This design comes from an exercise in tuning for small area on the open sky130 flow, not from production work.
Only simulation tests tie the RTL to the original design; equivalence was not proved.
No run shown here takes its clock network from TritonCTS; it comes from the design's own scripts or RTL.
No driver is modelled on the clock port, so clock power and skew are understated where the tree is cut down; a real chip needs a root buffer or a tree.
Power figures rest on the tool's default switching activity, not on a simulated workload.

===== flow/config.mk =====
export PLATFORM = sky130hd
export DESIGN_NAME = hub75_bcm_ctl
export DESIGN_NICKNAME = hub75_bcm_ctl
export VERILOG_FILES = /design/flow/design.v
export SDC_FILE = /design/flow/constraint.sdc
export NUM_CORES = 4
export LEC_CHECK = 0
export CAP_MARGIN = 20
export CORE_AREA = 10 10 530 530
export DIE_AREA = 0 0 540 540
export PLACE_DENSITY = 0.5
export SLEW_MARGIN = 25

===== flow/constraint.sdc =====
create_clock -name core_clock -period 10.0 [get_ports {clk}]
set_input_delay 2.0000 -clock core_clock [delete_from_list [all_inputs] [get_ports {clk}]]
set_output_delay 2.0000 -clock core_clock [all_outputs]
set_load 0.01 [all_outputs]

===== flow/design.v =====
module hub75_bcm_ctl #(
  parameter int COLOR_COUNT = 3,
  parameter int COLOR_BITS = 4,
  parameter int COL_ADDR_BITS = 6,
  parameter int ROW_ADDR_BITS = 4,
  parameter int SECTIONS = 2,
  parameter int BLANK_CYCLES = 4,
  parameter int ON_UNIT = 8
) (
  input  logic clk,
  input  logic rst,
  input  logic enable,
  input  logic [7:0] brightness,
  input  logic [SECTIONS*COLOR_COUNT*(2**COL_ADDR_BITS)*COLOR_BITS-1:0] row_in,
  input  logic row_valid,
  output logic row_req,
  output logic [ROW_ADDR_BITS-1:0] next_row,
  output logic hub_clk,
  output logic hub_lat,
  output logic hub_noe,
  output logic [ROW_ADDR_BITS-1:0] hub_mux,
  output logic [SECTIONS*COLOR_COUNT-1:0] s_out,
  output logic frame_done
);
  localparam int C = 2**COL_ADDR_BITS;
  localparam int SC = SECTIONS*COLOR_COUNT;
  localparam int L = 255;
  localparam logic [1:0] P_IDLE = 2'd0, P_SHIFT = 2'd1, P_BLANK = 2'd2, P_DISP = 2'd3;
  logic [1:0] ph, ph_n;            
  logic [6:0] cnt, cnt_n;          
  logic [5:0] cnt_hi;
  assign cnt = {cnt_hi, hub_clk};
  logic [1:0] plane, plane_n;
  logic [6:0] br, br_n;            
  logic nreq;                      
  logic load, nload;
  logic sh, bl, dp, cin, e, req_n, done_n, lat_n;
  logic [5:0] up;
  logic [6:0] mask;
  assign load = row_req & row_valid;
  assign nload = nreq | ~row_valid;
  always_comb begin
    sh = ph == P_SHIFT;
    bl = ph == P_BLANK;
    dp = ph == P_DISP;
    cin = cnt[0] | ~sh;
    {e, up} = {1'b0, cnt[6:1]} + 7'(cin);
    ph_n = ph;
    plane_n = plane;
    req_n = row_req;
    done_n = 1'b0;
    case (ph)
      P_IDLE: begin
        req_n = row_req ? !row_valid : enable;
        if (load) ph_n = P_SHIFT;
      end
      P_SHIFT: if (e) begin
        ph_n = P_BLANK;
        plane_n = plane + 1'b1;
      end
      P_BLANK: if (e) ph_n = P_DISP;
      default: if (e) begin
        if (plane == 2'd0) begin
          ph_n = P_IDLE;
          req_n = enable;
          done_n = &next_row;
        end else begin
          ph_n = P_SHIFT;
        end
      end
    endcase
    case (plane)
      2'd1: mask = 7'b0001110;
      2'd2: mask = 7'b0000110;
      2'd3: mask = 7'b0000010;
      default: mask = 7'b0000000;
    endcase
    if (ph == P_IDLE) cnt_n = '0;
    else cnt_n = {up, sh & ~cnt[0]}
                 | (sh & e ? 7'b1101110 : 7'b0)
                 | (bl & e || dp & !e ? mask : 7'b0);
    lat_n = bl && cnt[4:1] == 4'b1010;
    br_n = bl & e ? {brightness[7:2], &brightness[1:0]} : br;
  end
  always_ff @(posedge clk) begin
    br <= br_n;
    cnt_hi <= cnt_n[6:1];
  end
  logic [SC-1:0][L-1:0] ring, rin;
  localparam int H0 = 63, H1 = 126, H2 = 190, H3 = 254;
  for (genvar b = 0; b < 4; b++) begin : g_pl
    for (genvar kk = (b == 0 ? 1 : 0); kk < C; kk++) begin : g_col
      localparam int HB = b == 0 ? H0 : b == 1 ? H1 : b == 2 ? H2 : H3;
      localparam int J = (2*(HB - kk)) % L;
      for (genvar i = 0; i < SC; i++) begin : g_ln
        assign rin[i][J] = row_in[(i*C + C-1 - kk)*COLOR_BITS + b];
      end
    end
  end
  always_ff @(posedge clk) begin
    for (int i = 0; i < SC; i++)
      for (int k = 0; k < L; k++)
        ring[i][k] <= ~((load | ring[i][(k+L-1)%L]) & (nload | rin[i][k]));
  end
  logic [SC-1:0] tap, s_n;
  always_comb
    for (int i = 0; i < SC; i++) begin
      case (plane)
        2'd0: tap[i] = ring[i][125];
        2'd1: tap[i] = ~ring[i][141];
        2'd2: tap[i] = ring[i][167];
        default: tap[i] = ~ring[i][209];
      endcase
      s_n[i] = load ? row_in[(i*C + C-1)*COLOR_BITS] :
               ph_n == P_SHIFT && (cnt_n[0] ? s_out[i] : tap[i]);
    end
  always_ff @(posedge clk or posedge rst) begin
    if (rst) begin
      ph <= P_IDLE;
      hub_clk <= 1'b0;
      plane <= '0;
      next_row <= '0;
      hub_lat <= 1'b0;
      hub_noe <= 1'b1;
      hub_mux <= '0;
      s_out <= '0;
      row_req <= 1'b0;
      nreq <= 1'b1;
      frame_done <= 1'b0;
    end else begin
      ph <= ph_n;
      hub_clk <= cnt_n[0];
      plane <= plane_n;
      if (dp && e && plane == 2'd0) next_row <= next_row + 1'b1;
      hub_lat <= lat_n;
      hub_noe <= !(ph_n == P_DISP && {cnt_n[6:1], 1'b1} <= br_n);
      if (lat_n) hub_mux <= next_row;
      s_out <= s_n;
      row_req <= req_n;
      nreq <= !req_n;
      frame_done <= done_n;
    end
  end
endmodule

===== flow/flow/run.sh =====
#!/bin/bash
# Standard ORFS layout, with minimum-size port buffers and the clock tree
# built by cts_tree.tcl (recursive-bisection clusters) in place of TritonCTS.
set -euo pipefail
# Leaves: inv_16 driving about 36 flip-flops; two levels of clkbuf_16 with
# fanout 4; a clkinv_16 root on the clock port (two inversions in all).
export CT_LEAF_SINKS=${CT_LEAF_SINKS:-34}
export CT_LEAF_BUF=${CT_LEAF_BUF:-sky130_fd_sc_hd__inv_16}
export CT_UP_BUFS=${CT_UP_BUFS:-"sky130_fd_sc_hd__clkbuf_16 sky130_fd_sc_hd__clkbuf_16"}
export CT_ROOT_BUF=${CT_ROOT_BUF:-sky130_fd_sc_hd__clkinv_16}
export CT_FANOUTS=${CT_FANOUTS:-"4 4"}
export CT_SLEW_TARGET=${CT_SLEW_TARGET:-0.112}
bash standard.sh \
  'BUFFER_PORTS_ARGS=-buffer_cell sky130_fd_sc_hd__buf_1' \
  "PRE_CTS_TCL=$PWD/flow/cts_tree.tcl" \
  finish > flow.log 2>&1

===== flow/flow/cts_tree.tcl =====
# Clock tree built by recursive bisection: the flip-flops are split into
# compact clusters of about CT_LEAF_SINKS sinks, each driven by one leaf
# buffer at its centre; the leaf buffers are split the same way into groups
# driven by mid buffers, which the root buffer drives. The clock port drives
# only the root buffer. Replaces clock_tree_synthesis in ORFS's cts.tcl.

proc ct_env {name default} {
  if {[info exists ::env($name)] && $::env($name) ne ""} { return $::env($name) }
  return $default
}

# items: list of {x y payload}; k: number of groups. Returns a list of groups.
proc ct_split {items k} {
  if {$k <= 1 || [llength $items] <= 1} { return [list $items] }
  set xs [lmap i $items {lindex $i 0}]
  set ys [lmap i $items {lindex $i 1}]
  set dx [expr {[tcl::mathfunc::max {*}$xs] - [tcl::mathfunc::min {*}$xs]}]
  set dy [expr {[tcl::mathfunc::max {*}$ys] - [tcl::mathfunc::min {*}$ys]}]
  set sorted [lsort -integer -index [expr {$dx >= $dy ? 0 : 1}] $items]
  set k1 [expr {$k / 2}]
  set k2 [expr {$k - $k1}]
  set n [llength $items]
  set n1 [expr {int(round(double($n) * $k1 / $k))}]
  return [concat [ct_split [lrange $sorted 0 [expr {$n1 - 1}]] $k1] \
                 [ct_split [lrange $sorted $n1 end] $k2]]
}

proc ct_centre {items} {
  set sx 0.0; set sy 0.0
  foreach i $items { set sx [expr {$sx + [lindex $i 0]}]; set sy [expr {$sy + [lindex $i 1]}] }
  set n [llength $items]
  return [list [expr {int($sx / $n)}] [expr {int($sy / $n)}]]
}

proc ct_add_buffer {block master name xy in_net out_net} {
  set inst [odb::dbInst_create $block $master $name]
  set w [$master getWidth]; set h [$master getHeight]
  $inst setLocation [expr {[lindex $xy 0] - $w / 2}] [expr {[lindex $xy 1] - $h / 2}]
  $inst setPlacementStatus PLACED
  [$inst findITerm A] connect $in_net
  foreach it [$inst getITerms] {
    if {[$it isOutputSignal]} { $it connect $out_net }
  }
  return $inst
}

proc ct_build {args} {
  set db [ord::get_db]
  set block [ord::get_db_block]
  set leaf_sinks [ct_env CT_LEAF_SINKS 20]
  set fanouts [ct_env CT_FANOUTS {8 4}]
  set leaf_master [$db findMaster [ct_env CT_LEAF_BUF sky130_fd_sc_hd__clkbuf_8]]
  set up_master [$db findMaster [ct_env CT_UP_BUF sky130_fd_sc_hd__clkbuf_16]]
  set root_master [$db findMaster [ct_env CT_ROOT_BUF sky130_fd_sc_hd__clkbuf_16]]
  set clk [$block findNet [ct_env CT_CLOCK_NET clk]]
  set sinks {}
  foreach it [$clk getITerms] {
    set b [[$it getInst] getBBox]
    lappend sinks [list [expr {([$b xMin] + [$b xMax]) / 2}] [expr {([$b yMin] + [$b yMax]) / 2}] $it]
  }
  # Level 0: the sinks grouped into leaf clusters. Each level's nodes are
  # {x y net} where net is the net the node's buffer will drive.
  set n [expr {int(ceil(double([llength $sinks]) / $leaf_sinks))}]
  set nodes {}
  set i 0
  foreach grp [ct_split $sinks $n] {
    set net [odb::dbNet_create $block ctnet_0_$i]
    $net setSigType CLOCK
    foreach s $grp {
      set it [lindex $s 2]
      $it disconnect
      $it connect $net
    }
    lappend nodes [list {*}[ct_centre $grp] $net]
    incr i
  }
  puts "ct_build: [llength $sinks] sinks, $n leaf buffers"
  set level 0
  set master $leaf_master
  # Each pass places the buffers for the current nodes, grouping them under
  # new parent nets, until a single node (the root) remains.
  while {1} {
    set fo [lindex $fanouts [expr {min($level, [llength $fanouts] - 1)}]]
    set np [expr {int(ceil(double([llength $nodes]) / $fo))}]
    if {[llength $nodes] == 1} { set np 0 }
    if {$np == 0} {
      set nd [lindex $nodes 0]
      set rm [expr {$level == 0 ? $master : $root_master}]
      ct_add_buffer $block $rm ctbuf_${level}_0 [lrange $nd 0 1] $clk [lindex $nd 2]
      break
    }
    set parents {}
    set j 0
    if {$level > 0} {
      set ups [ct_env CT_UP_BUFS ""]
      if {[llength $ups]} {
        set master [$db findMaster [lindex $ups [expr {min($level - 1, [llength $ups] - 1)}]]]
      }
    }
    foreach grp [ct_split $nodes $np] {
      set pnet [odb::dbNet_create $block ctnet_[expr {$level + 1}]_$j]
      $pnet setSigType CLOCK
      set k 0
      foreach nd $grp {
        ct_add_buffer $block $master ctbuf_${level}_${j}_$k [lrange $nd 0 1] $pnet [lindex $nd 2]
        incr k
      }
      lappend parents [list {*}[ct_centre $grp] $pnet]
      incr j
    }
    puts "ct_build: level [expr {$level + 1}]: $np buffers"
    set nodes $parents
    set master $up_master
    incr level
  }
  set_propagated_clock [all_clocks]
  ct_check_polarity $block $clk
  ct_split_leaves $block
  puts "ct_build: done"
}

# Every path from the clock port to a flip-flop must pass an even number of
# inverters; follow one path down and stop the flow if not.
proc ct_check_polarity {block clk} {
  set inv 0
  set net $clk
  while {1} {
    set next {}
    foreach it [$net getITerms] {
      if {[$it isInputSignal]} { set next [$it getInst]; break }
    }
    if {$next eq "" || ![string match ctbuf_* [$next getName]]} { break }
    if {[string match *inv* [[$next getMaster] getName]]} { incr inv }
    foreach it [$next getITerms] { if {[$it isOutputSignal]} { set net [$it getNet] } }
  }
  puts "ct_build: $inv inverting levels"
  if {$inv % 2} { error "ct_build: odd number of inverting levels in the clock tree" }
}

# Split each leaf cluster whose flip-flops see a clock slew above
# CT_SLEW_TARGET (ns, with placement parasitics) in two, the new half driven
# by a new leaf cell on the same parent net. Repeated CT_SPLIT_PASSES times.
proc ct_pin_xy {it} {
  set b [[$it getInst] getBBox]
  return [list [expr {([$b xMin] + [$b xMax]) / 2}] [expr {([$b yMin] + [$b yMax]) / 2}]]
}

proc ct_split_leaves {block} {
  set target [ct_env CT_SLEW_TARGET 0.115]
  set passes [ct_env CT_SPLIT_PASSES 3]
  set added 0
  for {set pass 0} {$pass < $passes} {incr pass} {
    estimate_parasitics -placement
    set bad {}
    foreach inst [$block getInsts] {
      if {![string match ctbuf_0_* [$inst getName]]} { continue }
      set worst 0
      foreach it [$inst getITerms] {
        if {![$it isOutputSignal]} { continue }
        foreach sink [[$it getNet] getITerms] {
          if {![$sink isInputSignal]} { continue }
          set pin [get_pins [$sink getName]]
          foreach e {rise fall} { set worst [expr {max($worst, [get_property $pin slew_max_$e])}] }
        }
      }
      if {$worst > $target} { lappend bad $inst }
    }
    if {![llength $bad]} { break }
    foreach inst $bad {
      set in_net [[$inst findITerm A] getNet]
      foreach it [$inst getITerms] { if {[$it isOutputSignal]} { set out_net [$it getNet] } }
      set sinks {}
      foreach sink [$out_net getITerms] {
        if {[$sink isInputSignal]} { lappend sinks [list {*}[ct_pin_xy $sink] $sink] }
      }
      if {[llength $sinks] < 2} { continue }
      lassign [ct_split $sinks 2] g1 g2
      set name [$inst getName]_s$pass
      set net [odb::dbNet_create $block ctnet_$name]
      $net setSigType CLOCK
      foreach s $g2 {
        set it [lindex $s 2]
        $it disconnect
        $it connect $net
      }
      ct_add_buffer $block [$inst getMaster] $name [ct_centre $g2] $in_net $net
      set xy [ct_centre $g1]
      set m [$inst getMaster]
      $inst setLocation [expr {[lindex $xy 0] - [$m getWidth] / 2}] [expr {[lindex $xy 1] - [$m getHeight] / 2}]
      incr added
    }
  }
  puts "ct_build: $added leaf clusters split"
}

rename clock_tree_synthesis ct_orig_clock_tree_synthesis
proc clock_tree_synthesis {args} { ct_build }

===== flow/standard.sh =====
#!/bin/bash
# synth_recipe.tcl (not shown) runs the flow's synth.tcl, then flattens the netlist and writes it again
# the make line also repeats each setting of config.mk as NAME=value (left out here)
make -C /OpenROAD-flow-scripts/flow DESIGN_CONFIG=/design/flow/config.mk WORK_HOME=/design/flow/orfs CLKGATE_MAP_FILE= SYNTH_SCRIPT=/design/flow/synth_recipe.tcl "${@:-finish}"

==> results of run 1 <==
synth_stat cells, types with 2 or more instances:
| cell | n | area [µm²] |
|---|---|---|
| o31ai_1 | 2 | 15.0 |
| nor3_1 | 7 | 35.0 |
| inv_1 | 20 | 75.1 |
| xnor2_1 | 5 | 43.8 |
| nand2_1 | 26 | 97.6 |
| dfxtp_1 | 1543 | 30900 |
| dfrtp_1 | 22 | 551 |
| dfstp_2 | 2 | 52.6 |
| a21oi_1 | 11 | 55.1 |
| nor2_1 | 14 | 52.6 |
| o21ai_0 | 4 | 20.0 |
| a211oi_1 | 10 | 75.1 |
| nand2b_1 | 2 | 12.5 |
| buf_2 | 78 | 390 |
| clkbuf_1 | 246 | 923 |
| mux2i_1 | 6 | 60.1 |
| nand3_1 | 4 | 20.0 |
| xor2_1 | 2 | 17.5 |
| mux2_2 | 3 | 33.8 |
| a221oi_1 | 7 | 61.3 |
| o22ai_1 | 1530 | 9570 |
| buf_1 | 21 | 78.8 |
| a22oi_1 | 6 | 45.0 |
| nand4_1 | 3 | 18.8 |
| ha_1 | 17 | 213 |
registers in the layout, indices dropped and copies added (netlist names):
register    cells
hub_noe         1
s_out           6
ring         1530
cnt_hi          6
br              7
hub_lat         1
frame_done      1
nreq            1
ph              2
plane           2
next_row        4
hub_mux         4
hub_clk         1
row_req         1
cell type report:
class / instances / area [µm²]
well taps: 3552 / 4440
diodes: 65 / 163
inverters: 81 / 1310
flip-flops and latches: 1567 / 31500
plain buffers: 15 / 375
repair buffers: 1605 / 6330
fillers: 29700 / 214000
multi-input cells: 1680 / 10600
metal layers:
metal,part of all wire,vias to the layer above,global-route usage
met3,0.087,225,0.0373
met5,0.00056,-,0
met4,0.042,14,0.0474
met1,0.37,16600,0.125
met2,0.50,1366,0.203
li1,-,16700,-
power breakdown:
part / total [mW] / switching [mW] / internal [mW]
Combinational: 0.294 / 0.134 / 0.160
Sequential: 6.24 / 0 / 6.24
Clock: 3.17 / 2.50 / 0.674
through the flow:
stage          setup slack [ns]  hold slack [ns]  utilization
6_report                   5.75            0.361        0.204
5_1_grt                    5.69            0.369        0.204
4_1_cts                    5.99            0.340        0.203
3_5_place_dp               5.24            0.412        0.197
3_3_place_gp               5.36            0.409        0.197
2_1_floorplan              6.79            0.408            -
final timing paths:
check | from | slack, ns | depth (start not counted) | end
max in group asynchronous | rst | 8.25 | 2 | hub_noe
min in group asynchronous | rst | 1.39 | 2 | row_req
worst max-delay path | row_valid | 5.75 | 5 | ring[780]
worst min register to register | ring[47] | 0.36 | 1 | ring[48]
worst min-delay path | ring[47] | 0.36 | 1 | ring[48]
worst max register to register | ph[1] | 6.30 | 15 | hub_noe
kinds of logic after synthesis:
| family | count (synthesis) |
|---|---|
| buffers and inverters | 367 |
| AND/OR/NAND/NOR | 67 |
| XOR/XNOR | 7 |
| multiplexers | 9 |
| AO/OA/AOI/OAI | 1580 |
| flip-flops | 1567 |
| adder cells (fa/ha/maj) | 17 |
==> impl_summary.log, run 1 <==
[metrics] synthesized flop and latch total: ~1600
[metrics] final number of hold-violating endpoints: 0
[metrics] WP data arrival: around 4.7 ns
[metrics] Critical Path Slowest Stage Cell: and2_4
[metrics] Cell Area, Synth: approximately 44000 µm²
[metrics] Worst Setup End Kind: flip-flop
[metrics] Synth Area in Compound Gates: 0.228
[metrics] simple-gate portion of the synthesized area: 0.00746
[metrics] Net count, final: approximately 6500
[metrics] post-detailed-routing wire length: roughly 180000 µm
[metrics] ys async rst share: 0.0153
[metrics] insertion delay to the later sink of the worst-skew pair: between 0.7 and 0.8 ns
[metrics] total of max-cap violations: 0
[metrics] dominant combinational cell family by area after synthesis: compound AO/OA/AOI/OAI gates
[metrics] final critical-path required period: 4.25 ns
[metrics] remaining global-route overflow: 0
[metrics] share of final-layout standard cells stronger than drive strength 1: 0.0269
[metrics] biggest fanout along the worst timing path: roughly 240
[metrics] Max rail drop VDD: ~0.0002 V
[metrics] type of the setup path with the least slack: in2reg
[metrics] post-CTS setup-driven buffer insertion count: 0
[metrics] Cell variety after synth: 48
[metrics] Rows: 190
[metrics] area added between synthesis and finish: 25.6%
[metrics] final weighted congestion in routability-driven placement: between 0.8 and 0.9
[metrics] number of iterations in the first detailed-routing pass: 5
[metrics] xor/xnor share of the synthesized area: 0.00141
[metrics] cell count after placement: 8423
[metrics] most prevalent standard cell on the critical path: buf_12
[metrics] count of port buffers added during placement: around 1600
[metrics] number of nets still failing antenna checks after routing: 0
[metrics] post-synthesis instance total: 3614
[metrics] floorplan die area: 292000 µm²
[metrics] Pwr Density: between 150 and 200 nW/µm²
[metrics] DR vias/cell: 4.08
[metrics] Worst Clk Skew: around 0.12 ns
[metrics] HPWL after DPL: between 100000 and 150000 µm
[metrics] number of DRC markers after the initial detailed-route iteration: between 2000 and 2500
[metrics] highest clock rate: between 200 and 250 MHz
[metrics] Setup crit start kind: input port
[metrics] routed wire length per instance: around 21 µm
[metrics] family with the most delay on the worst path: buffers and inverters
[metrics] Post-synth EDFFs: 0
[metrics] maximum number of pins on one net before global-route repair: between 200 and 250
[metrics] adder and majority cell fraction of the synthesized area: 0.00488
[metrics] vias in the first global route: between 30000 and 40000
[metrics] floorplan core area: roughly 270000 µm²
[metrics] floorplan die height: about 540 µm
[metrics] I/O pin cnt: between 1500 and 2000
[metrics] Die W: around 540 µm
[metrics] unrepaired setup endpoints after global routing: false
[metrics] worst path cell trace: buf_1 -> and2_4 -> buf_12 -> buf_12 -> o22ai_1
[metrics] combined buffer and inverter count along the critical path: 3
[metrics] via count: about 35000
[metrics] reported leakage power: about 19 nW
[metrics] transition time at the pin with the least slew margin: 1.27 ns
[metrics] min-delay worst type: reg2reg
[metrics] clock slew at reported path FFs: about 0.10 ns
[metrics] global-route wire length before repair: roughly 250000 µm
[metrics] Cell Area, Placed: between 50000 and 60000 µm²
[metrics] worst max-slew margin expressed relative to the limit: 0.154
[metrics] quantity of gates resized following cts: 0
[metrics] number of nets produced by synthesis: slightly above 5000
[metrics] syn_area_per_cell: roughly 12 µm²
[metrics] multiplexer share of the synthesized area: 0.00215
[metrics] setup TNS: 0 ns
[metrics] final instance area: 54800 µm²
[metrics] sequential share of the synthesized area: 0.722
[metrics] final non-filler cell total: ~8600
[metrics] outcome: complete, no violations
[metrics] Final Setup Violations: 0
[metrics] most frequent standard cell in the layout excluding fill and tap cells: buf_1
[metrics] part of the cycle the worst path needs: 0.425
[metrics] commonest cells after routing, fill and taps aside: buf_1 (1566), dfxtp_1 (1543), o22ai_1 (1530), inv_16 (60), buf_4 (27)
[metrics] DRC violation count after routing: 0
[metrics] aggregate global-route resource usage: 0.114
[metrics] antenna violations before repair: 80
[metrics] Post-synth top flop: dfxtp_1
[metrics] overall power of the completed layout: between 9 and 10 mW
[metrics] starting density of the core: 0.162
[metrics] synthesis warning total: 1
[metrics] Worst path max stage delay: around 0.75 ns
[metrics] # hold bufs at CTS: 0
[metrics] Pins Over Slew Limit: 0
[metrics] required time of the critical path: around 10 ns
==> run 2, diff against run 1 <==
--- a/flow/config.mk
+++ b/flow/config.mk
@@ -8,5 +8,5 @@
 export CAP_MARGIN = 20
 export CORE_AREA = 10 10 530 530
 export DIE_AREA = 0 0 540 540
-export PLACE_DENSITY = 0.5
+export PLACE_DENSITY = 0.9
 export SLEW_MARGIN = 25
==> run 2 against run 1 <==
  * Critical path depth is the same
  * Still clean
  * Clock power shrank 3%
  * Die area is the same
==> impl_summary.log, run 2 <==
[metrics] outcome: complete, no violations
[metrics] Post-synth EDFFs: 0 (unchanged)
[metrics] Regs by FF count: ring: 1530 flops, br: 7 flops
[metrics] post-synthesis instance total: 3614 (unchanged)
[metrics] setup TNS: 0 ns (unchanged)
[metrics] area added between synthesis and finish: 25.2%
[metrics] final critical-path required period: 4.29 ns (+0.0434 ns)
[metrics] Rows: 190 (unchanged)
[metrics] Top reg by flops: ring
[metrics] destination of the worst register-to-register timing path: ring[1209]
[metrics] post-synthesis cell type with the largest combined area: dfxtp_1
[metrics] synthesis warning total: 1 (unchanged)
[metrics] Cell Area, Synth: 43600 µm² (unchanged)
[metrics] DRC violation count after routing: 0 (unchanged)
[metrics] flip-flop count of the largest register, all copies and words added: 1530 (unchanged)
[metrics] HPWL after DPL: 143000 µm (+0.35%)
[metrics] post-detailed-routing wire length: 182000 µm (-0.99%)
[metrics] Worst Clk Skew: 0.129 ns (+0.0138 ns)
[metrics] most common library cells after synthesis: dfxtp_1 (1543), o22ai_1 (1530), clkbuf_1 (246)
[metrics] instance count along the most critical hold path: 1 (unchanged)
[metrics] origin of the worst setup path: row_valid
[metrics] required time of the critical path: 10.50 ns (+0.02 ns)
[metrics] via count: 35200 (+0.86%)
[metrics] sequential share of the synthesized area: 0.722 (unchanged)
[metrics] highest clock rate: 233 MHz (-1.0%)
[metrics] Net count, final: 6514 (-0.015%)
[metrics] quantity of gates resized following cts: 0 (unchanged)
[metrics] clock slew at reported path FFs: 0.10 ns (about the same)
[metrics] most area-consuming cells after synthesis: dfxtp_1 (71%), o22ai_1 (22%), clkbuf_1 (2.1%), dfrtp_1 (1.3%), buf_2 (0.90%)
[metrics] Pwr Density: 176 nW/µm² (-0.72%)
[metrics] final weighted congestion in routability-driven placement: 0.952 (+10%)
[metrics] post-CTS setup-driven buffer insertion count: 0 (unchanged)
[metrics] Max rail drop VDD: 0.000323 V (+58%)
[metrics] met2 Use GR: 0.212 (+0.00895)
[metrics] antenna violations before repair: 45 (-44%)
[metrics] biggest fanout along the worst timing path: 175 (-26%)
[metrics] total of max-cap violations: 0 (unchanged)
[metrics] remaining global-route overflow: 0 (unchanged)
[metrics] Final Setup Violations: 0 (unchanged)
[metrics] number of nets produced by synthesis: 5179 (unchanged)
[metrics] aggregate global-route resource usage: 0.113 (-0.00117)
[metrics] count leader, synth: dfxtp_1
[metrics] number of DRC markers after the initial detailed-route iteration: 2348 (+7.1%)
[metrics] Setup crit start kind: input port
[metrics] number of iterations in the first detailed-routing pass: 7 (+2)
[metrics] worst hold path startpoint: ring[81]
[metrics] ys async rst share: 0.0153 (unchanged)
[metrics] global-route wire length before repair: 248000 µm (-1.4%)
[metrics] most congested layer reported by global routing: met2
[metrics] met3 usage in global routing: 0.0297 (-0.00763)
[metrics] floorplan core area: 269000 µm² (unchanged)
[metrics] Pins Over Slew Limit: 0 (unchanged)
[metrics] Worst Reg2Reg Path Length in Cells: 4 (-11)
[metrics] worst flop-to-flop path startpoint: row_req
[metrics] min-delay worst type: reg2reg
[metrics] worst hold slack: 0.335 ns (-0.0263 ns)
[metrics] reg-to-reg slack, setup: 6.30 ns (about the same)
[metrics] DR vias/cell: 4.13 (+1.3%)
[metrics] Hold Path End: ring[82]
[metrics] routed wire length per instance: 21.3 µm (-0.59%)
[metrics] most frequent standard cell in the layout excluding fill and tap cells: buf_1
[metrics] syn_area_per_cell: 12.1 µm² (unchanged)
[metrics] unrepaired setup endpoints after global routing: false
[metrics] Synth top area share: 0.708 (unchanged)
[metrics] maximum number of pins on one net before global-route repair: 191 (-20%)
[metrics] I/O pin cnt: 1567 (unchanged)
[metrics] Layout fillers: 29000 (-2.2%)
[metrics] final number of hold-violating endpoints: 0 (unchanged)
[metrics] transition time at the pin with the least slew margin: 1.05 ns (-0.224 ns)
[metrics] synthesized flop and latch total: 1567 (unchanged)
[metrics] number of nets still failing antenna checks after routing: 0 (unchanged)
[metrics] Cell variety after synth: 48 (unchanged)
[metrics] count of port buffers added during placement: 1566 (unchanged)
[metrics] global-route track usage on met1: 0.120 (-0.00441)
[metrics] part of the cycle the worst path needs: 0.429 (+0.00434)
[metrics] Die W: 540 µm (unchanged)
[metrics] worst max-slew margin expressed relative to the limit: 0.303 (+0.149)
[metrics] type of the setup path with the least slack: in2reg
[metrics] reported leakage power: 18.7 nW (-0.31%)
[metrics] commonest cells after routing, fill and taps aside: buf_1 (1566), dfxtp_1 (1543), o22ai_1 (1529), inv_16 (55), buf_4 (32)
[metrics] # hold bufs at CTS: 0 (unchanged)
[metrics] starting density of the core: 0.162 (unchanged)
[metrics] insertion delay to the later sink of the worst-skew pair: 0.77 ns (+0.04 ns)
[metrics] WP data arrival: 4.79 ns (+0.06 ns)
[metrics] floorplan die height: 540 µm (unchanged)
[metrics] vias in the first global route: 35500 (+0.85%)
[metrics] share of final-layout standard cells stronger than drive strength 1: 0.0269 (about the same)
[metrics] Worst Setup End Kind: flip-flop
[metrics] Post-synth top flop: dfxtp_1
[metrics] floorplan die area: 292000 µm² (unchanged)
## run 2: worst max-delay path, cell delays in order
cell and delay [ns]:
buf_1 0.18, and2_4 0.68, buf_12 0.48, buf_4 0.90, o22ai_1 0.18
## run 2: power breakdown
| group | leakage [nW] | switching, mW | internal [mW] |
|---|---|---|---|
| registers | 14.5 | 0 | 6.24 |
| logic | 3.53 | 0.140 | 0.160 |
| clock network | 0.735 | 2.42 | 0.645 |
## run 2: metal layers
metal,up-vias,wire (µm)
met4,10,8760
met3,293,14800
met5,-,67
met1,16700,64700
li1,16600,-
met2,1605,93300
## run 2: worst max-delay path by stage
stage,slack [ns],end,cells after the start
CTS,5.90,row_req,1
global placement,5.20,ring[1413],5
detailed placement,5.13,ring[1292],5
finish,5.71,ring[1209],5
global route,5.64,ring[1211],5
floorplan,6.79,ring[110],6
## run 2: final cells by class
| cell class | count | area [µm²] | area share |
|---|---|---|---|
| sequential | 1567 | 31500 | 0.577 |
| multi-input combinational | 1680 | 10700 | 0.195 |
| timing repair buffer | 1609 | 6330 | 0.116 |
| tap | 3552 | 4440 | 0.0814 |
| inverter | 76 | 1210 | 0.0221 |
| buffer | 15 | 375 | 0.00688 |
| antenna | 32 | 80.1 | 0.00147 |
## run 2: cell families after synthesis
group           count (synthesis)  share of synthesized area
simple gates                   67                    0.00746
xor+xnor                        7                    0.00141
mux                             9                    0.00215
flops                        1567                      0.722
buf+inv                       367                     0.0339
compound gates               1580                      0.228
fa+ha+maj                      17                    0.00488
## run 2: stage by stage
step            util  setup WS (ns)  instance area, µm²  instances  power, mW
3_5_place_dp   0.197           5.13               53000       8428       6.68
6_report       0.203           5.71               54600       8531       9.60
4_1_cts        0.203           5.90               54500       8499       9.74
3_3_place_gp   0.197           5.20               53000       8426       6.67
5_1_grt        0.203           5.64               54600       8519       9.95
2_1_floorplan      -           6.79               43600       3614       6.41
==> run 3, diff against run 2 <==
--- a/flow/config.mk
+++ b/flow/config.mk
@@ -8,5 +8,5 @@
 export CAP_MARGIN = 20
 export CORE_AREA = 10 10 530 530
 export DIE_AREA = 0 0 540 540
-export PLACE_DENSITY = 0.9
+export PLACE_DENSITY = 0.7
 export SLEW_MARGIN = 25
==> run 3 against run 2 <==
  * Still clean
  * Global-route usage decreased by 0.63 points
  * Maximum frequency down 1.5%
  * Total power is 0.15% higher
  * Hold slack lost 0.022 ns
  * Synthesized area unchanged
  * Critical path type unchanged
  * Largest cell class unchanged
==> impl_summary.log, run 3 <==
[metrics] synthesized flop and latch total: 1567 (unchanged)
[metrics] part of the cycle the worst path needs: 0.436 (+0.00638)
[metrics] ys async rst share: 0.0153 (unchanged)
[metrics] met3 usage in global routing: 0.0294 (-0.000328)
[metrics] global-route track usage on met1: 0.119 (-0.00106)
[metrics] number of iterations in the first detailed-routing pass: 5 (-2)
[metrics] WP data arrival: 4.87 ns (+0.08 ns)
[metrics] utilization of the core after routing: 0.203 (-0.000214)
[metrics] # hold bufs at CTS: 0 (unchanged)
[metrics] reported leakage power: 18.7 nW (about the same)
[metrics] most common library cells after synthesis: dfxtp_1 (1543), o22ai_1 (1530), clkbuf_1 (246)
[metrics] total of max-cap violations: 0 (unchanged)
[metrics] number of DRC markers after the initial detailed-route iteration: 2101 (-11%)
[metrics] starting density of the core: 0.162 (unchanged)
[metrics] worst max-slew margin expressed relative to the limit: 0.229 (-0.0736)
[metrics] quantity of gates resized following cts: 0 (unchanged)
[metrics] most area-consuming cells after synthesis: dfxtp_1 (71%), o22ai_1 (22%), clkbuf_1 (2.1%), dfrtp_1 (1.3%), buf_2 (0.90%)
[metrics] insertion delay to the later sink of the worst-skew pair: 0.76 ns (about the same)
[metrics] Die W: 540 µm (unchanged)
[metrics] Worst Setup End Kind: flip-flop
[metrics] clock slew at reported path FFs: 0.12 ns (+0.02 ns)
[metrics] family with the most delay on the worst path: buffers and inverters
[metrics] number of nets still failing antenna checks after routing: 0 (unchanged)
[metrics] combined buffer and inverter count along the critical path: 4 (+1)
[metrics] instance count along the most critical hold path: 1 (unchanged)
[metrics] Top reg by flops: ring
[metrics] Post-synth top flop: dfxtp_1
[metrics] Max rail drop VDD: 0.000189 V (-41%)
[metrics] Post-synth EDFFs: 0 (unchanged)
[metrics] destination of the worst register-to-register timing path: hub_noe
[metrics] transition time at the pin with the least slew margin: 1.16 ns (+0.110 ns)
[metrics] Net count, final: 6507 (-0.11%)
[metrics] floorplan die area: 292000 µm² (unchanged)
[metrics] Critical Path Slowest Stage Cell: and2_4
[metrics] flip-flop count of the largest register, all copies and words added: 1530 (unchanged)
[metrics] post-synthesis instance total: 3614 (unchanged)
[metrics] biggest fanout along the worst timing path: 211 (+21%)
[metrics] Rows: 190 (unchanged)
[metrics] worst flop-to-flop path startpoint: ph[1]
[metrics] reg-to-reg slack, setup: 6.44 ns (+0.14 ns)
[metrics] antenna violations before repair: 38 (-16%)
[metrics] aggregate global-route resource usage: 0.107 (-0.00632)
[metrics] HPWL after DPL: 134000 µm (-6.7%)
[metrics] maximum number of pins on one net before global-route repair: 232 (+21%)
[metrics] Regs by FF count: ring: 1530 flops, br: 7 flops
[metrics] most congested layer reported by global routing: met2
[metrics] Setup crit start kind: input port
[metrics] I/O pin cnt: 1567 (unchanged)
[metrics] share of final-layout standard cells stronger than drive strength 1: 0.0255 (-0.00138)
[metrics] routed wire length per instance: 20.2 µm (-5.0%)
[metrics] syn_area_per_cell: 12.1 µm² (unchanged)
[metrics] post-synthesis cell type with the largest combined area: dfxtp_1
[metrics] required time of the critical path: 10.52 ns (+0.02 ns)
[metrics] DR vias/cell: 4.06 (-1.7%)
[metrics] vias in the first global route: 34400 (-3.2%)
[metrics] final weighted congestion in routability-driven placement: 0.922 (-3.1%)
[metrics] global-route wire length before repair: 238000 µm (-4.1%)
[metrics] Pins Over Slew Limit: 0 (unchanged)
[metrics] worst path cell trace: buf_1 -> and2_4 -> buf_12 -> buf_12 -> buf_4 -> o22ai_1
[metrics] Final Setup Violations: 0 (unchanged)
[metrics] Cell variety after synth: 48 (unchanged)
[metrics] DRC violation count after routing: 0 (unchanged)
[metrics] overall power of the completed layout: 9.62 mW (+0.15%)
[metrics] Pwr Density: 176 nW/µm² (+0.26%)
[metrics] Worst path max stage delay: 0.75 ns (-0.15 ns)
[metrics] remaining global-route overflow: 0 (unchanged)
[metrics] count leader, synth: dfxtp_1
[metrics] register area: 31500 µm² (unchanged)
[metrics] synthesis warning total: 1 (unchanged)
[metrics] most prevalent standard cell on the critical path: buf_12
[metrics] type of the setup path with the least slack: in2reg
[metrics] floorplan die height: 540 µm (unchanged)
[metrics] number of nets produced by synthesis: 5179 (unchanged)
[metrics] highest clock rate: 230 MHz (-1.5%)
[metrics] Worst Reg2Reg Path Length in Cells: 15 (+11)
[metrics] worst hold slack: 0.313 ns (-0.0223 ns)
[metrics] final critical-path required period: 4.36 ns (+0.0638 ns)
[metrics] outcome: complete, no violations
[metrics] unrepaired setup endpoints after global routing: false
[metrics] footprint of the multi-input gates: 10700 µm² (about the same)
[metrics] final number of hold-violating endpoints: 0 (unchanged)
[metrics] commonest cells after routing, fill and taps aside: buf_1 (1566), dfxtp_1 (1543), o22ai_1 (1529), inv_16 (55), nand2_1 (26)
[metrics] sequential share of the synthesized area: 0.722 (unchanged)
[metrics] post-CTS setup-driven buffer insertion count: 0 (unchanged)
[metrics] worst hold path startpoint: ring[1193]
[metrics] min-delay worst type: reg2reg
[metrics] Cell Area, Synth: 43600 µm² (unchanged)
[metrics] met2 Use GR: 0.191 (-0.0214)
[metrics] Layout fillers: 29400 (+1.3%)
[metrics] count of port buffers added during placement: 1566 (unchanged)
[metrics] most frequent standard cell in the layout excluding fill and tap cells: buf_1
[metrics] Hold Path End: ring[1194]
[metrics] final non-filler cell total: 8518 (-0.15%)
[metrics] Synth top area share: 0.708 (unchanged)
[metrics] cell count after placement: 8420 (-0.095%)
[metrics] setup TNS: 0 ns (unchanged)
[metrics] post-detailed-routing wire length: 172000 µm (-5.1%)
[metrics] floorplan core area: 269000 µm² (unchanged)
[metrics] via count: 34600 (-1.9%)
[metrics] Worst Clk Skew: 0.141 ns (+0.0121 ns)
[metrics] area added between synthesis and finish: 25.0%
-- run 3: cell counts after synthesis --
No cell type changed its count.
-- run 3: kinds of logic (layout without fill, tap and decap cells) --
family	count (synthesis)	count (layout)	synth area share
compound gates	1580	1580	0.228
flops	1567	1567	0.722
buf+inv	367	1693	0.0339
simple gates	67	67	0.00746
fa+ha+maj	17	17	0.00488
mux	9	9	0.00215
xor+xnor	7	7	0.00141
other cells	0	26	0
-- run 3: worst max path at each step --
stage	from	endpoint	slack [ns]	cells past startpoint
floorplan	row_valid	ring[110]	6.79	6
global placement	row_valid	ring[738]	5.08	6
detailed placement	row_valid	ring[741]	5.06	6
CTS	row_valid	ring[737]	5.81	6
global route	row_valid	ring[729]	5.51	6
finish	row_valid	ring[704]	5.64	6
-- run 3: layout make-up --
type                       count  share of cell area
timing repair buffer        1602               0.115
inverter                      76              0.0221
tap                         3552              0.0815
multi-input combinational   1680               0.195
buffer                        15             0.00688
sequential                  1567               0.578
antenna                       26             0.00119
-- run 3: per-stage QoR --
stage / setup slack, ns / instance area, µm²
2_1_floorplan: 6.79 / 43600
3_3_place_gp: 5.08 / 52900
3_5_place_dp: 5.06 / 52900
4_1_cts: 5.81 / 54400
5_1_grt: 5.51 / 54500
6_report: 5.64 / 54500
-- run 3: power by group --
group,total (mW),internal (mW),switching [mW]
combinational,0.302,0.160,0.142
clock,3.08,0.642,2.44
sequential,6.24,6.24,0
total,9.62,7.04,2.58
-- run 3: layer usage --
| layer | wire length (µm) | up-vias |
|---|---|---|
| met5 | 32 | - |
| met4 | 8810 | 6 |
| met3 | 13600 | 257 |
| met2 | 84900 | 1402 |
| met1 | 65000 | 16300 |
| li1 | - | 16600 |
==> run 4, diff against run 3 <==
--- a/flow/config.mk
+++ b/flow/config.mk
@@ -9,4 +9,4 @@
 export CORE_AREA = 10 10 530 530
 export DIE_AREA = 0 0 540 540
 export PLACE_DENSITY = 0.7
-export SLEW_MARGIN = 25
+export SLEW_MARGIN = 20
==> run 4 against run 3 <==
  * Synthesized cell count stayed put
  * Clock power hardly changed
  * Register-to-register slack hardly changed
  * Core utilization hardly changed
  * Critical path depth stayed put
  * Clock skew is 0.0013 ns lower
  * Die area stayed put
  * Setup slack worse by 0.077 ns
  * Hold slack better by 0.0042 ns
  * Flip-flop and latch count stayed put
  * Combinational power hardly changed
  * Global-route usage stayed put
  * Largest cell class unchanged
  * Highest routed layer unchanged
==> impl_summary.log, run 4 <==
[metrics] outcome: complete, no violations
[metrics] Max rail drop VDD: 0.000190 V (+0.28%)
[metrics] quantity of gates resized following cts: 0 (unchanged)
[metrics] share of final-layout standard cells stronger than drive strength 1: 0.0253 (-0.000197)
[metrics] area added between synthesis and finish: 25.0% (about the same)
[metrics] origin of the worst setup path: row_valid
[metrics] flip-flop count of the largest register, all copies and words added: 1530 (unchanged)
[metrics] Die W: 540 µm (unchanged)
[metrics] transition time at the pin with the least slew margin: 1.29 ns (+0.135 ns)
[metrics] most area-consuming cells after synthesis: dfxtp_1 (71%), o22ai_1 (22%), clkbuf_1 (2.1%), dfrtp_1 (1.3%), buf_2 (0.90%)
[metrics] Worst Setup End Kind: flip-flop
[metrics] commonest cells after routing, fill and taps aside: buf_1 (1566), dfxtp_1 (1543), o22ai_1 (1529), inv_16 (55), nand2_1 (26)
[metrics] most common library cells after synthesis: dfxtp_1 (1543), o22ai_1 (1530), clkbuf_1 (246)
[metrics] total of max-cap violations: 0 (unchanged)
[metrics] Cell variety after synth: 48 (unchanged)
[metrics] xor/xnor share of the synthesized area: 0.00141 (unchanged)
[metrics] Synth top area share: 0.708 (unchanged)
[metrics] Rows: 190 (unchanged)
[metrics] multiplexer share of the synthesized area: 0.00215 (unchanged)
[metrics] part of the cycle the worst path needs: 0.443 (+0.00771)
[metrics] worst flop-to-flop path startpoint: ph[1]
[metrics] number of DRC markers after the initial detailed-route iteration: 2115 (+0.67%)
[metrics] ys async rst share: 0.0153 (unchanged)
[metrics] combined buffer and inverter count along the critical path: 4 (unchanged)
[metrics] Pwr Density: 176 nW/µm² (about the same)
[metrics] Top reg by flops: ring
[metrics] sequential share of the synthesized area: 0.722 (unchanged)
[metrics] Clk network pwr share: 0.320 (about the same)
[metrics] aggregate global-route resource usage: 0.107 (unchanged)
[metrics] register share of total power: 0.649 (about the same)
[metrics] # hold bufs at CTS: 0 (unchanged)
[metrics] adder and majority cell fraction of the synthesized area: 0.00488 (unchanged)
[metrics] vias in the first global route: 34400 (unchanged)
[metrics] antenna violations before repair: 38 (unchanged)
[metrics] worst path cell trace: buf_1 -> and2_4 -> buf_12 -> buf_12 -> buf_4 -> o22ai_1
[metrics] Worst path max stage delay: 0.75 ns (about the same)
[metrics] floorplan die height: 540 µm (unchanged)
[metrics] number of nets still failing antenna checks after routing: 0 (unchanged)
[metrics] via count: 34600 (+0.075%)
[metrics] register area: 31500 µm² (unchanged)
[metrics] net switching fraction of the power: 0.268 (about the same)
[metrics] most prevalent standard cell on the critical path: buf_12
[metrics] DRC violation count after routing: 0 (unchanged)
[metrics] reg-to-reg slack, setup: 6.44 ns (about the same)
[metrics] post-synthesis cell type with the largest combined area: dfxtp_1
[metrics] highest clock rate: 226 MHz (-1.7%)
[metrics] final weighted congestion in routability-driven placement: 0.922 (unchanged)
[metrics] destination of the worst register-to-register timing path: hub_noe
[metrics] Critical Path Slowest Stage Cell: and2_4
[metrics] reported leakage power: 18.7 nW (about the same)
[metrics] reported net switching power: 2.58 mW (about the same)
[metrics] Synth Area in Compound Gates: 0.228 (unchanged)
[metrics] remaining global-route overflow: 0 (unchanged)
[metrics] insertion delay to the later sink of the worst-skew pair: 0.76 ns (about the same)
[metrics] Regs by FF count: ring: 1530 flops, br: 7 flops
[metrics] family with the most delay on the worst path: buffers and inverters
[metrics] Final Setup Violations: 0 (unchanged)
[metrics] clock slew at reported path FFs: 0.12 ns (about the same)
[metrics] post-detailed-routing wire length: 172000 µm (about the same)
[metrics] destination of the critical timing path: ring[737]
[metrics] Pint: 7.04 mW (about the same)
[metrics] dominant combinational cell family by area after synthesis: compound AO/OA/AOI/OAI gates
[metrics] Layout fillers: 29400 (unchanged)
[metrics] Worst Clk Skew: 0.140 ns (-0.00129 ns)
[metrics] maximum number of pins on one net before global-route repair: 232 (unchanged)
[metrics] starting density of the core: 0.162 (unchanged)
[metrics] required time of the critical path: 10.49 ns (-0.03 ns)
[metrics] DR vias/cell: 4.06 (+0.11%)
[metrics] min-delay worst type: reg2reg
[metrics] simple-gate portion of the synthesized area: 0.00746 (unchanged)
[metrics] Pins Over Slew Limit: 0 (unchanged)
[metrics] final number of hold-violating endpoints: 0 (unchanged)
[metrics] Net count, final: 6506 (-0.015%)
[metrics] synthesis warning total: 1 (unchanged)
[metrics] post-CTS setup-driven buffer insertion count: 0 (unchanged)
[metrics] floorplan die area: 292000 µm² (unchanged)
[metrics] routed wire length per instance: 20.2 µm (about the same)
[metrics] Cell Area, Synth: 43600 µm² (unchanged)
[metrics] floorplan core area: 269000 µm² (unchanged)
[metrics] final critical-path required period: 4.43 ns (+0.0771 ns)
[metrics] Worst Reg2Reg Path Length in Cells: 15 (unchanged)
[metrics] worst max-slew margin expressed relative to the limit: 0.140 (-0.0897)
[metrics] number of nets produced by synthesis: 5179 (unchanged)
[metrics] synthesized flop and latch total: 1567 (unchanged)
[metrics] combinational fraction of design power: 0.031 (about the same)
[metrics] number of iterations in the first detailed-routing pass: 5 (unchanged)
[metrics] setup TNS: 0 ns (unchanged)
[metrics] HPWL after DPL: 134000 µm (unchanged)
[metrics] Post-synth top flop: dfxtp_1
[metrics] count of port buffers added during placement: 1566 (unchanged)
[metrics] footprint of the multi-input gates: 10700 µm² (unchanged)
[metrics] unrepaired setup endpoints after global routing: false
[metrics] Setup crit start kind: input port
[metrics] WP data arrival: 4.93 ns (+0.06 ns)
[metrics] count leader, synth: dfxtp_1
[metrics] global-route wire length before repair: 238000 µm (unchanged)
[metrics] Crit. path cell count: 6 (unchanged)
[metrics] post-synthesis instance total: 3614 (unchanged)
[metrics] overall power of the completed layout: 9.62 mW (about the same)
[metrics] most frequent standard cell in the layout excluding fill and tap cells: buf_1
[metrics] Post-synth EDFFs: 0 (unchanged)
[metrics] syn_area_per_cell: 12.1 µm² (unchanged)
[metrics] I/O pin cnt: 1567 (unchanged)
[metrics] type of the setup path with the least slack: in2reg
[metrics] biggest fanout along the worst timing path: 211 (unchanged)
-- run 4: cell counts after synthesis --
Identical to the previous run, type by type.
-- run 4: area by class of cell --
class / instances / share of cell area
plain buffers: 15 / 0.00689
multi-input cells: 1680 / 0.196
repair buffers: 1601 / 0.115
diodes: 24 / 0.00110
inverters: 76 / 0.0221
well taps: 3552 / 0.0815
flip-flops and latches: 1567 / 0.578
-- run 4: worst min path at each step --
stage	startpoint	end	slack, ns	cells past startpoint
2_1_floorplan	ring[254]	ring[0]	0.41	1
3_3_place_gp	ring[1345]	ring[1346]	0.41	1
3_5_place_dp	ring[1097]	ring[1098]	0.41	1
4_1_cts	ring[1193]	ring[1194]	0.31	1
5_1_grt	ring[1193]	ring[1194]	0.32	1
6_report	ring[1193]	ring[1194]	0.32	1
-- run 4: power by group through the flow --
| stage | registers (mW) | logic, mW | clock network (mW) |
|---|---|---|---|
| floorplan | 6.38 | 0.0277 | 0 |
| global placement | 6.38 | 0.302 | 0 |
| detailed placement | 6.38 | 0.302 | 0 |
| CTS | 6.24 | 0.304 | 3.23 |
| global route | 6.24 | 0.326 | 3.41 |
| finish | 6.24 | 0.302 | 3.08 |
-- run 4: cells by family (layout without fill, tap and decap cells) --
logic type / after synthesis / count (layout)
other cells: 0 / 24
xor+xnor: 7 / 7
flops: 1567 / 1567
simple gates: 67 / 67
compound gates: 1580 / 1580
fa+ha+maj: 17 / 17
mux: 9 / 9
buf+inv: 367 / 1692
-- run 4: stage by stage --
stage          cell area (µm²)  cells  utilization  hold slack (ns)  setup WS, ns
2_1_floorplan            43600   3614            -            0.408          6.79
3_3_place_gp             52900   8420        0.197            0.409          5.08
3_5_place_dp             52900   8420        0.197            0.412          5.06
4_1_cts                  54400   8491        0.203            0.305          5.81
5_1_grt                  54500   8506        0.203            0.317          5.49
6_report                 54500   8515        0.203            0.317          5.57
-- run 4: per-layer routing --
metal  routed length (µm)  share of wire  global-route usage  up-vias
li1                     -              -                   -    16600
met1                64700           0.38               0.119    16300
met2                85200           0.49               0.191     1418
met3                13800          0.080              0.0294      257
met4                 8590          0.050              0.0442        6
met5                   32        0.00019                   0        -
==> run 5, diff against run 4 <==
--- a/flow/flow/run.sh
+++ b/flow/flow/run.sh
@@ -6,8 +6,8 @@
 # fanout 4; a clkinv_16 root on the clock port (two inversions in all).
 export CT_LEAF_SINKS=${CT_LEAF_SINKS:-34}
 export CT_LEAF_BUF=${CT_LEAF_BUF:-sky130_fd_sc_hd__inv_16}
-export CT_UP_BUFS=${CT_UP_BUFS:-"sky130_fd_sc_hd__clkbuf_16 sky130_fd_sc_hd__clkbuf_16"}
-export CT_ROOT_BUF=${CT_ROOT_BUF:-sky130_fd_sc_hd__clkinv_16}
+export CT_UP_BUFS=${CT_UP_BUFS:-"sky130_fd_sc_hd__clkbuf_16 sky130_fd_sc_hd__clkbuf_8"}
+export CT_ROOT_BUF=${CT_ROOT_BUF:-sky130_fd_sc_hd__clkinv_8}
 export CT_FANOUTS=${CT_FANOUTS:-"4 4"}
 export CT_SLEW_TARGET=${CT_SLEW_TARGET:-0.112}
 bash standard.sh \
==> run 5 against run 4 <==
  * Sequential share of layout area is essentially flat
  * First-iteration DRC count shrank 0.47%
  * Critical endpoint unchanged
  * Clock skew grew 0.0096 ns
  * Critical path depth is the same
  * Routed wire length is essentially flat
  * Still clean
  * Total power shrank 0.36%
  * Clock power shrank 1%
  * Synthesized cell count is the same
  * Hold slack is essentially flat
  * Via count is essentially flat
  * Largest cell class unchanged
  * Cell count is essentially flat
  * Synthesized area is the same
==> impl_summary.log, run 5 <==
[metrics] post-CTS setup-driven buffer insertion count: 0 (unchanged)
[metrics] floorplan core area: 269000 µm² (unchanged)
[metrics] Clk network pwr share: 0.318 (-0.002)
[metrics] Worst Setup End Kind: flip-flop
[metrics] part of the cycle the worst path needs: 0.437 (-0.00586)
[metrics] DRC violation count after routing: 0 (unchanged)
[metrics] Cell Area, Synth: 43600 µm² (unchanged)
[metrics] antenna violations before repair: 39 (+2.6%)
[metrics] Synth top area share: 0.708 (unchanged)
[metrics] most area-consuming cells after synthesis: dfxtp_1 (71%), o22ai_1 (22%), clkbuf_1 (2.1%), dfrtp_1 (1.3%), buf_2 (0.90%)
[metrics] vias in the first global route: 34400 (-0.0058%)
[metrics] utilization of the core after routing: 0.203 (about the same)
[metrics] reported leakage power: 18.7 nW (-0.11%)
[metrics] reported net switching power: 2.58 mW (about the same)
[metrics] sequential share of the synthesized area: 0.722 (unchanged)
[metrics] number of DRC markers after the initial detailed-route iteration: 2105 (-0.47%)
[metrics] I/O pin cnt: 1567 (unchanged)
[metrics] Max rail drop VDD: 0.000189 V (-0.21%)
[metrics] worst hold slack: 0.317 ns (-0.000286 ns)
[metrics] post-detailed-routing wire length: 172000 µm (about the same)
[metrics] final weighted congestion in routability-driven placement: 0.922 (unchanged)
[metrics] worst hold path startpoint: ring[1193]
[metrics] Regs by FF count: ring: 1530 flops, br: 7 flops
[metrics] worst path cell trace: buf_1 -> and2_4 -> buf_12 -> buf_12 -> buf_4 -> o22ai_1
[metrics] worst max-slew margin expressed relative to the limit: 0.148 (+0.00809)
[metrics] Cell Area, Placed: 52900 µm² (unchanged)
[metrics] transition time at the pin with the least slew margin: 1.28 ns (-0.0121 ns)
[metrics] outcome: complete, no violations
[metrics] number of nets produced by synthesis: 5179 (unchanged)
[metrics] type of the setup path with the least slack: in2reg
[metrics] cell count after placement: 8420 (unchanged)
[metrics] unrepaired setup endpoints after global routing: false
[metrics] final critical-path required period: 4.37 ns (-0.0586 ns)
[metrics] most prevalent standard cell on the critical path: buf_12
[metrics] count of port buffers added during placement: 1566 (unchanged)
[metrics] setup TNS: 0 ns (unchanged)
[metrics] Net count, final: 6506 (unchanged)
[metrics] synthesized flop and latch total: 1567 (unchanged)
[metrics] final instance area: 54500 µm² (about the same)
[metrics] Pins Over Slew Limit: 0 (unchanged)
[metrics] final non-filler cell total: 8516 (+0.012%)
[metrics] number of iterations in the first detailed-routing pass: 5 (unchanged)
[metrics] Critical Path Slowest Stage Cell: and2_4
[metrics] HPWL after DPL: 134000 µm (unchanged)
[metrics] # hold bufs at CTS: 0 (unchanged)
[metrics] Rows: 190 (unchanged)
[metrics] floorplan die area: 292000 µm² (unchanged)
[metrics] via count: 34600 (-0.046%)
[metrics] commonest cells after routing, fill and taps aside: buf_1 (1566), dfxtp_1 (1543), o22ai_1 (1529), inv_16 (55), nand2_1 (26)
[metrics] register share of total power: 0.651 (+0.002)
[metrics] Pwr Density: 176 nW/µm² (-0.28%)
[metrics] Cell variety after synth: 48 (unchanged)
[metrics] global-route wire length before repair: 238000 µm (about the same)
[metrics] Hold Path End: ring[1194]
[metrics] ys async rst share: 0.0153 (unchanged)
[metrics] synthesis warning total: 1 (unchanged)
[metrics] Post-synth EDFFs: 0 (unchanged)
[metrics] maximum number of pins on one net before global-route repair: 232 (unchanged)
[metrics] DR vias/cell: 4.06 (about the same)
[metrics] net switching fraction of the power: 0.269 (+0.000887)
[metrics] quantity of gates resized following cts: 0 (unchanged)
[metrics] setup slack at placement: 5.06 ns (unchanged)
[metrics] share of final-layout standard cells stronger than drive strength 1: 0.0253 (unchanged)
[metrics] instance count along the most critical hold path: 1 (unchanged)
[metrics] starting density of the core: 0.162 (unchanged)
[metrics] destination of the worst register-to-register timing path: hub_noe
[metrics] Worst Clk Skew: 0.149 ns (+0.00964 ns)
[metrics] combinational fraction of design power: 0.031 (about the same)
[metrics] overall power of the completed layout: 9.58 mW (-0.36%)
[metrics] Die W: 540 µm (unchanged)
[metrics] post-synthesis cell type with the largest combined area: dfxtp_1
[metrics] Final Setup Violations: 0 (unchanged)
[metrics] most frequent standard cell in the layout excluding fill and tap cells: buf_1
[metrics] remaining global-route overflow: 0 (unchanged)
[metrics] highest clock rate: 229 MHz (+1.3%)
[metrics] post-synthesis instance total: 3614 (unchanged)
[metrics] area added between synthesis and finish: 24.9% (about the same)
[metrics] clock slew at reported path FFs: 0.12 ns (about the same)
[metrics] Worst path max stage delay: 0.75 ns (about the same)
[metrics] Top reg by flops: ring
[metrics] Worst Reg2Reg Path Length in Cells: 15 (unchanged)
[metrics] final number of hold-violating endpoints: 0 (unchanged)
[metrics] routed wire length per instance: 20.2 µm (about the same)
[metrics] required time of the critical path: 10.56 ns (+0.07 ns)
[metrics] most common library cells after synthesis: dfxtp_1 (1543), o22ai_1 (1530), clkbuf_1 (246)
[metrics] Post-synth top flop: dfxtp_1
[metrics] total of max-cap violations: 0 (unchanged)
[metrics] Setup crit start kind: input port
[metrics] aggregate global-route resource usage: 0.107 (about the same)
[metrics] WP data arrival: 4.94 ns (about the same)
[metrics] min-delay worst type: reg2reg
[metrics] floorplan die height: 540 µm (unchanged)
[metrics] count leader, synth: dfxtp_1
[metrics] biggest fanout along the worst timing path: 211 (unchanged)
[metrics] flip-flop count of the largest register, all copies and words added: 1530 (unchanged)
[metrics] worst flop-to-flop path startpoint: ph[1]
[metrics] syn_area_per_cell: 12.1 µm² (unchanged)
[metrics] Worst Setup Slack, final: 5.63 ns (+0.0586 ns)
[metrics] insertion delay to the later sink of the worst-skew pair: 0.83 ns (+0.07 ns)
[metrics] number of nets still failing antenna checks after routing: 0 (unchanged)
[metrics] reg-to-reg slack, setup: 6.43 ns (about the same)
[metrics] Pint: 7.01 mW (-0.48%)
run 5: cell counts after synthesis:
No cell type changed its count.
run 5: area by class of cell:
| cell class | instances | area (µm²) |
|---|---|---|
| multi-input combinational | 1680 | 10700 |
| sequential | 1567 | 31500 |
| tap | 3552 | 4440 |
| timing repair buffer | 1601 | 6270 |
| buffer | 15 | 342 |
| inverter | 76 | 1190 |
| fill | 29400 | 214000 |
| antenna | 25 | 62.6 |
run 5: worst max path at each step:
stage,start,to,slack [ns],cells after the start
4_1_cts,row_valid,ring[737],5.92,6
3_3_place_gp,row_valid,ring[738],5.08,6
3_5_place_dp,row_valid,ring[741],5.06,6
2_1_floorplan,row_valid,ring[110],6.79,6
6_report,row_valid,ring[737],5.63,6
5_1_grt,row_valid,ring[729],5.58,6
run 5: kinds of logic after synthesis:
logic type | share of synthesized area
AOI/OAI and AO/OA | 0.228
DFF | 0.722
buffers and inverters | 0.0339
and+or+nand+nor | 0.00746
adders and majority gates | 0.00488
muxes | 0.00215
xor gates and xnor gates | 0.00141
run 5: power groups by stage:
stage	logic [mW]	clock network (mW)	registers, mW
after floorplan	0.0277	0	6.38
after global placement	0.302	0	6.38
after detailed placement	0.302	0	6.38
after CTS	0.304	3.19	6.24
after global routing	0.326	3.37	6.24
final	0.302	3.04	6.24
run 5: critical path: cells and delay by family:
kind | cells | cell delay [ns]
AND/OR/NAND/NOR | 1 | 0.75
AO/OA/AOI/OAI | 1 | 0.12
buffers and inverters | 4 | 1.45
run 5: routing by layer:
metal,track usage,routed length [µm]
met5,0,39
met4,0.0442,8570
met3,0.0294,13700
met2,0.190,85100
met1,0.119,64700
==> run 6, diff against run 5 <==
==> flow/flow/run.sh (replaced) <==
#!/bin/bash
# Standard ORFS layout, with minimum-size port buffers and the clock tree
# built by cts_tree.tcl (recursive-bisection clusters) in place of TritonCTS.
set -euo pipefail
# Leaves: inv_16 driving about 36 flip-flops; two levels of clkbuf_16 with
# fanout 3 and 4 (clkbuf_8, then clkbuf_16); a clkinv_16 root on the clock port (two inversions in all).
export CT_LEAF_SINKS=${CT_LEAF_SINKS:-34}
export CT_LEAF_BUF=${CT_LEAF_BUF:-sky130_fd_sc_hd__inv_16}
export CT_UP_BUFS=${CT_UP_BUFS:-"sky130_fd_sc_hd__clkbuf_8 sky130_fd_sc_hd__clkbuf_16"}
export CT_ROOT_BUF=${CT_ROOT_BUF:-sky130_fd_sc_hd__clkinv_16}
export CT_FANOUTS=${CT_FANOUTS:-"3 4"}
export CT_SLEW_TARGET=${CT_SLEW_TARGET:-0.112}
bash standard.sh \
  'BUFFER_PORTS_ARGS=-buffer_cell sky130_fd_sc_hd__buf_1' \
  "PRE_CTS_TCL=$PWD/flow/cts_tree.tcl" \
  finish > flow.log 2>&1
--- a/flow/config.mk
+++ b/flow/config.mk
@@ -9,4 +9,4 @@
 export CORE_AREA = 10 10 530 530
 export DIE_AREA = 0 0 540 540
 export PLACE_DENSITY = 0.7
-export SLEW_MARGIN = 20
+export SLEW_MARGIN = 35
==> run 6 against run 5 <==
  * Combinational power about the same
  * Sequential share of layout area down 0.19 points
  * Global-route usage about the same
  * Hold slack lost 0.0042 ns
  * First-iteration DRC count shrank 0.52%
  * Flip-flop and latch count unchanged
  * Clock skew increased by 0.053 ns
  * Largest cell class unchanged
  * Highest routed layer unchanged
==> impl_summary.log, run 6 <==
[metrics] flip-flop count of the largest register, all copies and words added: 1530 (unchanged)
[metrics] Setup crit start kind: input port
[metrics] DRC violation count after routing: 0 (unchanged)
[metrics] Worst Setup Slack, final: 5.87 ns (+0.243 ns)
[metrics] I/O pin cnt: 1567 (unchanged)
[metrics] Synth top area share: 0.708 (unchanged)
[metrics] antenna violations before repair: 36 (-7.7%)
[metrics] number of iterations in the first detailed-routing pass: 5 (unchanged)
[metrics] net switching fraction of the power: 0.271 (+0.00253)
[metrics] floorplan die height: 540 µm (unchanged)
[metrics] unrepaired setup endpoints after global routing: false
[metrics] Pint: 7.01 mW (about the same)
[metrics] count of port buffers added during placement: 1566 (unchanged)
[metrics] reported leakage power: 18.8 nW (+0.47%)
[metrics] number of nets produced by synthesis: 5179 (unchanged)
[metrics] destination of the critical timing path: ring[227]
[metrics] number of nets still failing antenna checks after routing: 0 (unchanged)
[metrics] count leader, synth: dfxtp_1
[metrics] final number of hold-violating endpoints: 0 (unchanged)
[metrics] synthesized flop and latch total: 1567 (unchanged)
[metrics] origin of the worst setup path: row_valid
[metrics] Net count, final: 6519 (+0.20%)
[metrics] worst flop-to-flop path startpoint: ph[1]
[metrics] maximum number of pins on one net before global-route repair: 232 (unchanged)
[metrics] floorplan die area: 292000 µm² (unchanged)
[metrics] commonest cells after routing, fill and taps aside: buf_1 (1566), dfxtp_1 (1543), o22ai_1 (1529), inv_16 (58), nand2_1 (26)
[metrics] worst max-slew margin expressed relative to the limit: 0.324 (+0.177)
[metrics] outcome: complete, no violations
[metrics] worst hold slack: 0.312 ns (-0.00423 ns)
[metrics] Regs by FF count: ring: 1530 flops, br: 7 flops
[metrics] Die W: 540 µm (unchanged)
[metrics] starting density of the core: 0.162 (unchanged)
[metrics] via count: 34700 (+0.44%)
[metrics] Worst Setup End Kind: flip-flop
[metrics] type of the setup path with the least slack: in2reg
[metrics] reg-to-reg slack, setup: 6.39 ns (-0.04 ns)
[metrics] worst hold path startpoint: ring[287]
[metrics] HPWL after DPL: 134000 µm (about the same)
[metrics] transition time at the pin with the least slew margin: 1.01 ns (-0.265 ns)
[metrics] sequential share of the synthesized area: 0.722 (unchanged)
[metrics] most frequent standard cell in the layout excluding fill and tap cells: buf_1
[metrics] final weighted congestion in routability-driven placement: 0.922 (unchanged)
[metrics] min-delay worst type: reg2reg
[metrics] Cell Area, Synth: 43600 µm² (unchanged)
[metrics] part of the cycle the worst path needs: 0.413 (-0.0243)
[metrics] ys async rst share: 0.0153 (unchanged)
[metrics] Max rail drop VDD: 0.000161 V (-15%)
[metrics] Pins Over Slew Limit: 0 (unchanged)
[metrics] WP data arrival: 4.66 ns (-0.28 ns)
[metrics] insertion delay to the later sink of the worst-skew pair: 0.82 ns (about the same)
[metrics] share of final-layout standard cells stronger than drive strength 1: 0.0279 (+0.00256)
[metrics] remaining global-route overflow: 0 (unchanged)
[metrics] post-CTS setup-driven buffer insertion count: 0 (unchanged)
[metrics] global-route wire length before repair: 238000 µm (about the same)
[metrics] total of max-cap violations: 0 (unchanged)
[metrics] syn_area_per_cell: 12.1 µm² (unchanged)
[metrics] clock slew at reported path FFs: 0.12 ns (about the same)
[metrics] vias in the first global route: 34300 (-0.22%)
[metrics] # hold bufs at CTS: 0 (unchanged)
[metrics] Worst Reg2Reg Path Length in Cells: 15 (unchanged)
[metrics] Cell variety after synth: 48 (unchanged)
[metrics] Post-synth top flop: dfxtp_1
[metrics] number of DRC markers after the initial detailed-route iteration: 2094 (-0.52%)
[metrics] most common library cells after synthesis: dfxtp_1 (1543), o22ai_1 (1530), clkbuf_1 (246)
[metrics] Rows: 190 (unchanged)
[metrics] synthesis warning total: 1 (unchanged)
[metrics] Worst Clk Skew: 0.202 ns (+0.0526 ns)
[metrics] highest clock rate: 242 MHz (+5.9%)
[metrics] floorplan core area: 269000 µm² (unchanged)
[metrics] final non-filler cell total: 8526 (+0.12%)
[metrics] Final Setup Violations: 0 (unchanged)
[metrics] required time of the critical path: 10.53 ns (-0.03 ns)
[metrics] routed wire length per instance: 20.3 µm (+0.22%)
[metrics] final critical-path required period: 4.13 ns (-0.243 ns)
[metrics] biggest fanout along the worst timing path: 193 (-8.5%)
[metrics] combinational fraction of design power: 0.031 (about the same)
[metrics] most area-consuming cells after synthesis: dfxtp_1 (71%), o22ai_1 (22%), clkbuf_1 (2.1%), dfrtp_1 (1.3%), buf_2 (0.90%)
[metrics] register share of total power: 0.649 (-0.002)
[metrics] post-synthesis cell type with the largest combined area: dfxtp_1
[metrics] post-synthesis instance total: 3614 (unchanged)
[metrics] reported net switching power: 2.61 mW (+1.3%)
[metrics] Top reg by flops: ring
[metrics] quantity of gates resized following cts: 0 (unchanged)
[metrics] Pwr Density: 176 nW/µm² (about the same)
[metrics] setup slack at placement: 5.09 ns (+0.0252 ns)
[metrics] post-detailed-routing wire length: 173000 µm (+0.34%)
[metrics] DR vias/cell: 4.07 (+0.32%)
[metrics] Clk network pwr share: 0.320 (+0.002)
[metrics] aggregate global-route resource usage: 0.107 (+0.000137)
[metrics] Post-synth EDFFs: 0 (unchanged)
[metrics] area added between synthesis and finish: 25.3%
[metrics] cell count after placement: 8420 (unchanged)
[metrics] destination of the worst register-to-register timing path: hub_noe
[metrics] setup TNS: 0 ns (unchanged)
[run 6: cell counts after synthesis]
No cell type changed its count.
[run 6: worst max-delay path, stage by stage]
cell and delay (ns):
buf_1 0.12, nand2b_4 0.45, buf_12 0.52, buf_12 0.41
buf_16 0.42, o22ai_1 0.19
[run 6: metal layers]
metal  track usage  part of all wire
met2         0.192              0.50
met5             0           0.00028
met4        0.0394             0.042
met3        0.0293             0.081
met1         0.121              0.38
[run 6: cell type report]
type / instances / area, µm²
fill: 29400 / 214000
sequential: 1567 / 31500
multi-input combinational: 1680 / 10700
timing repair buffer: 1606 / 6400
tap: 3552 / 4440
inverter: 79 / 1270
buffer: 20 / 320
antenna: 22 / 55.1
[run 6: power groups by stage]
stage	Combinational (mW)	Clock (mW)	Sequential, mW
global route	0.326	3.43	6.24
CTS	0.304	3.23	6.24
detailed placement	0.302	0	6.38
floorplan	0.0277	0	6.38
global placement	0.302	0	6.38
finish	0.303	3.07	6.24
[run 6: worst min-delay path by stage]
stage / end / slack (ns) / cells past startpoint
after floorplan: ring[0] / 0.41 / 1
after global placement: ring[1346] / 0.41 / 1
after detailed placement: ring[1098] / 0.41 / 1
after CTS: ring[1513] / 0.29 / 1
after global routing: ring[1513] / 0.32 / 1
final: ring[288] / 0.31 / 1
[run 6: logic make-up (layout without fill, tap and decap cells)]
logic type / after synthesis / count (layout) / share of synthesized area
AO/OA/AOI/OAI: 1580 / 1580 / 0.228
other: 0 / 22 / 0
multiplexers: 9 / 9 / 0.00215
buffers and inverters: 367 / 1705 / 0.0339
XOR/XNOR: 7 / 7 / 0.00141
adder cells (fa/ha/maj): 17 / 17 / 0.00488
AND/OR/NAND/NOR: 67 / 67 / 0.00746
flip-flops: 1567 / 1567 / 0.722
[run 6: per-stage QoR]
step / area, µm² / util / power [mW]
2_1_floorplan: 43600 / - / 6.41
3_3_place_gp: 52900 / 0.197 / 6.68
3_5_place_dp: 52900 / 0.197 / 6.68
4_1_cts: 54400 / 0.203 / 9.77
5_1_grt: 54600 / 0.203 / 10.0
6_report: 54600 / 0.203 / 9.62

Check on run 6: ideal ports give 5.869 ns setup slack; a clkbuf_16 on the clock port and buf_2 on the inputs give 5.934 ns; moving port delays by the midpoint clock arrival (0.832 ns) as well gives 5.102 ns.
